Background: an optimization exercise with open tools, aiming at small area, a short achievable clock period and few clock cycles per item. Do not read the settings as production practice. Only simulation tests tie the RTL to the original design; equivalence was not proved.

==> run P: inputs <==
==> flow/design.v (excerpt) <==
module latency_stability_monitor_core (
    input  logic         clk,
    input  logic         rst_n,
    input  logic         s_axis_tvalid,
    output logic         s_axis_tready,
    input  logic [23:0]  s_axis_tdata,    
    input  logic         s_axis_tuser,    
    output logic         m_axis_tvalid,
    input  logic         m_axis_tready,
    output logic [111:0] m_axis_tdata,
    output logic [1:0]   m_axis_tuser,    
    input  logic         cfg_we,
    input  logic [1:0]   cfg_addr,
    input  logic [16:0]  cfg_wdata
);
    typedef enum logic [2:0] {
        A_IDLE, A_PREP, A_MD, A_MU, A_MUL, A_DONE
    } astate_t;
    astate_t             state_reg;
    logic                pend_reg;      
    logic [4:0]          cnt_reg;       
    logic [7:0]          burn_reg;
    logic [15:0]         count_reg;
    logic [17:0]         count3_reg;    
    logic [MeanBits-1:0] mean_reg;
    logic [LatBits-1:0]  min_reg;
    logic [7:0]          cfg_burn_reg;
    logic [15:0]         cfg_mins_reg;
    logic [7:0]          cfg_stable_reg;
    logic [16:0]         cfg_thresh_reg;
    logic [LatBits-1:0]  lat_reg;
    logic                rst_reg;       
    logic                up_reg;
    logic                burning_reg;
    logic                restart_reg;
    logic [MeanBits-1:0] mag_reg;    
    logic [MeanBits-1:0] q_reg;      
    logic [15:0]         r_reg;      
    logic [MeanBits-1:0] hi_reg;     
    logic take, hand, hand2;
    logic                b_valid;
    logic [15:0]         b_count;
    logic [MeanBits-1:0] b_mean;
    logic [LatBits-1:0]  b_min;
    logic [39:0]         b_sd;
    logic                b_skip, b_burning, b_restart;
    lsm_unit u_var (
        .clk(clk), .rst_n(rst_n),
        .in_valid(state_reg == A_DONE), .in_take(hand),
        .in_count(count_reg), .in_count3(count3_reg), .in_mean(mean_reg),
        .in_min(min_reg), .in_p({hi_reg, mag_reg[MeanBits-1:FracBits]}), .in_burning(burning_reg),
  ...
Settings: LEC_CHECK=0, ABC_AREA=1, CAP_MARGIN=20, CORE_MARGIN=2, CORE_UTILIZATION=48, SETUP_SLACK_MARGIN=2.7, SLEW_MARGIN=20; clock period 6.0 ns.
run.sh (not shown) runs the stock make flow with config.mk's settings and CLKGATE_MAP_FILE= SYNTH_SCRIPT=/design/flow/synth_recipe.tcl, a recipe that flattens the netlist after the stock synthesis.
==> inputs of run F, as changes to run P <==
--- a/flow/design.v
+++ b/flow/design.v
@@ -40,32 +40,31 @@
     localparam logic [1:0] PK_SKIP = 2'd2;    
     localparam logic [1:0] PK_ZERO = 2'd3;    
     logic                 busy_reg;
     logic                 done_reg;
     logic [5:0]           vs_reg;      
     logic [5:0]           ss_reg;      
     logic [1:0]           pk_reg;      
     logic                 lead_reg;    
-    logic [15:0]          count_reg;
     logic [MeanBits-1:0]  mean_reg;
     logic [LatBits-1:0]   min_reg;
     logic                 burning_reg;
     logic                 restart_reg;
     logic                 skip_reg;
     logic [63:0]          sq_reg;      
     logic [15:0]          d_reg;       
     logic [17:0]          d3_reg;      
     logic [63:0]          vq_reg;      
     logic [15:0]          vr_reg;      
     logic [40:0]          sr_reg;      
     logic [39:0]          root_reg;
     assign in_take   = in_valid && (!(busy_reg || done_reg) || (done_reg && out_take));
     assign out_valid = done_reg;
-    assign out_count = count_reg;
+    assign out_count = d_reg + 16'd1;
     assign out_mean  = mean_reg;
     assign out_min   = min_reg;
     assign out_sd    = root_reg;
     assign out_skip  = skip_reg || (root_reg >= mean_reg);
     assign out_burning = burning_reg;
     assign out_restart = restart_reg;
     logic [64:0] acc;
     logic [63:0] sq_new;
@@ -186,44 +185,46 @@
             else if (done_reg && out_take)
                 done_reg <= 1'b0;
         end
     end
     always_ff @(posedge clk)
     begin
         if (in_take)
         begin
-            count_reg   <= in_count;
+            vq_reg <= sq_new;
+            vr_reg <= '0;
+        end
+        else if (vskip)
+        begin
+            vq_reg <= {vq_reg[55:0], 8'd0};
+            vr_reg <= {vr_reg[7:0], vq_reg[63:56]};
+        end
+        else
+        begin
+            vq_reg <= vq_n;
+            vr_reg <= vr_n;
+        end
+    end
+    always_ff @(posedge clk)
+    begin
+        if (in_take)
+        begin
             mean_reg    <= in_mean;
             min_reg     <= in_min;
             burning_reg <= in_burning;
             restart_reg <= in_restart;
             skip_reg    <= (in_count < 16'd2 || in_mean == '0);
             d_reg       <= in_count - 16'd1;
             d3_reg      <= in_count3 - 18'd3;
-            vq_reg      <= sq_new;
-            vr_reg      <= '0;
             sr_reg      <= '0;
             root_reg    <= '0;
         end
         else if (busy_reg)
         begin
-            if (vs_reg != 6'd32)
-            begin
-                if (vskip)
-                begin
-                    vq_reg <= {vq_reg[55:0], 8'd0};
-                    vr_reg <= {vr_reg[7:0], vq_reg[63:56]};
-                end
-                else
-                begin
-                    vq_reg <= vq_n;
-                    vr_reg <= vr_n;
-                end
-            end
             if (pk_reg == PK_STEP || pk_reg == PK_ZERO)
             begin
                 sr_reg   <= sr_n;
                 root_reg <= root_n;
             end
         end
     end
 endmodule
@@ -350,33 +351,36 @@
                 default:
                     state_reg <= C_IDLE;
             endcase
         end
     end
     always_ff @(posedge clk)
     begin
         if (in_take)
+            rem_reg <= in_sd;
+        else
+            rem_reg <= rem_n;
+    end
+    always_ff @(posedge clk)
+    begin
+        if (in_take)
         begin
             count_reg   <= in_count;
             mean_reg    <= in_mean;
             min_reg     <= in_min;
             burning_reg <= in_burning;
             restart_reg <= in_restart;
             mins_ok_reg <= (in_count >= cfg_mins);
-            rem_reg     <= in_sd;
             cv_reg      <= in_skip ? CvOne : '0;
         end
         else
         begin
             if (state_reg == C_CD)
-            begin
-                rem_reg <= rem_n;
                 cv_reg  <= {1'b0, cq_n};
-            end
             if (state_reg == C_FIN)
                 settled_reg <= settled_n;
         end
     end
 endmodule
 `timescale 1ns / 1ps
 import lsm_pkg::*;
 module latency_stability_monitor_core (
@@ -605,40 +609,46 @@
                     REG_THRESH: cfg_thresh_reg <= cfg_wdata;
                     default:    cfg_burn_reg   <= cfg_burn_reg;
                 endcase
             end
         end
     end
     always_ff @(posedge clk)
     begin
+        if (state_reg == A_PREP)
+            r_reg <= '0;
+        else if (mskip)
+            r_reg <= {r_reg[7:0], q_reg[MeanBits-1:MeanBits-8]};
+        else
+            r_reg <= r_n;
+    end
+    always_ff @(posedge clk)
+    begin
         if (take)
         begin
             lat_reg <= s_axis_tdata;
             rst_reg <= s_axis_tuser;
         end
         unique case (state_reg)
             A_PREP:
             begin
                 up_reg  <= !dxm[MeanBits];
                 mag_reg <= dxm[MeanBits] ? dmx : dxm[MeanBits-1:0];
                 q_reg   <= dxm[MeanBits] ? dmx : dxm[MeanBits-1:0];
-                r_reg   <= '0;
             end
             A_MD:
             begin
                 if (mskip)
                 begin
                     q_reg <= {q_reg[MeanBits-9:0], 8'd0};
-                    r_reg <= {r_reg[7:0], q_reg[MeanBits-1:MeanBits-8]};
                 end
                 else
                 begin
                     q_reg <= q_n;
-                    r_reg <= r_n;
                 end
             end
             A_MU:
             begin
                 q_reg  <= mag_reg - q_reg;    
                 hi_reg <= '0;
             end
             A_MUL:
==> flow/config.mk (replaced) <==
export PLATFORM = sky130hd
export DESIGN_NAME = latency_stability_monitor_core
export DESIGN_NICKNAME = latency_stability_monitor_core
export VERILOG_FILES = /design/flow/design.v
export SDC_FILE = /design/flow/constraint.sdc
export NUM_CORES = 4
export LEC_CHECK = 0
export ABC_AREA = 1
export CAP_MARGIN = 20
export CORE_MARGIN = 2
export CORE_UTILIZATION = 60
export SETUP_SLACK_MARGIN = 2.7
export SLEW_MARGIN = 20
==> inputs of run R, as changes to run P <==
==> flow/config.mk (replaced) <==
export PLATFORM = sky130hd
export DESIGN_NAME = latency_stability_monitor_core
export DESIGN_NICKNAME = latency_stability_monitor_core
export VERILOG_FILES = /design/flow/design.v
export SDC_FILE = /design/flow/constraint.sdc
export NUM_CORES = 4
export LEC_CHECK = 0
export ABC_AREA = 1
export CAP_MARGIN = 20
export CORE_MARGIN = 2
export CORE_UTILIZATION = 55
export SETUP_SLACK_MARGIN = 2.7
export SLEW_MARGIN = 20
==> results.txt <==
|  | run F | run P | run R |
|---|---|---|---|
| Count of multi-input gates | 6282 | 6404 | 6401 |
| Antenna diodes | 3 | 2 | 4 |
| Vias in the first global route | 61550 | 60738 | 60775 |
| Worst-case setup slack after placement | 1.485 ns | 1.390 ns | 1.282 ns |
| Tap cell instance count | 1391 | 1794 | 1612 |
| Fraction of area in multi-input gates | 0.5243 | 0.5151 | 0.5151 |
| Final net count | 9728 | 10017 | 9945 |
| Met1 usage in global routing | 0.5685 | 0.4961 | 0.5449 |
| Max layer used | met4 | met4 | met5 |
| CP startpoint | mag_reg[0] | u_cv.restart_reg | burning_reg |
| WP data required | 6.42 ns | 6.46 ns | 6.47 ns |
| End point of the critical path | hi_reg[21] | u_cv.settled_reg | u_var.vq_reg[38] |
| Status | no timing/DRC/antenna violations | no timing/DRC/antenna violations | no timing/DRC/antenna violations |
| Layout overhead on the synthesized area | 20.15% | 24.93% | 22.31% |
| Post-synthesis share of cell area spent on xor and xnor gates | 0.05177 | 0.04750 | 0.04750 |
| Seq. cell area | 21440 um^2 | 23130 um^2 | 23130 um^2 |
| Wirelength, routed | 249.3 mm | 260.7 mm | 253.1 mm |
| Number of logic stages on the critical path including buffering | 21 | 22 | 17 |
Testbench counts of run P, summed over its fixed seeds: cycles 75,397, items 2,400.
Testbench counts of run F, summed over its fixed seeds: cycles 75,397, items 2,400.
Testbench counts of run R, summed over its fixed seeds: cycles 75,397, items 2,400.

## what the ideal ports hide
In the flow no input, the clock included, has a driving cell. The finished layouts below were timed again as built, in two steps. Step 1 assumes that a clkbuf_16 drives the clock port and a buf_2 every other input. Step 2 moves the port delays by t, midway between the first and last clock arrival at a register: inputs arrive t later, outputs are due t later. That takes back most of the time a late clock gives input paths. Three values: ideal, step 1, step 2; two values: the first two.
run	shift t [ns]	setup slack, ns	worst setup path after step 2
run P	0.799	2.343 / 2.343 / 2.343	register to register
run F	0.772	2.280 / 2.280 / 2.280	register to register
run R	0.799	2.496 / 2.496 / 2.496	register to register
After both steps every run listed still meets setup and hold.
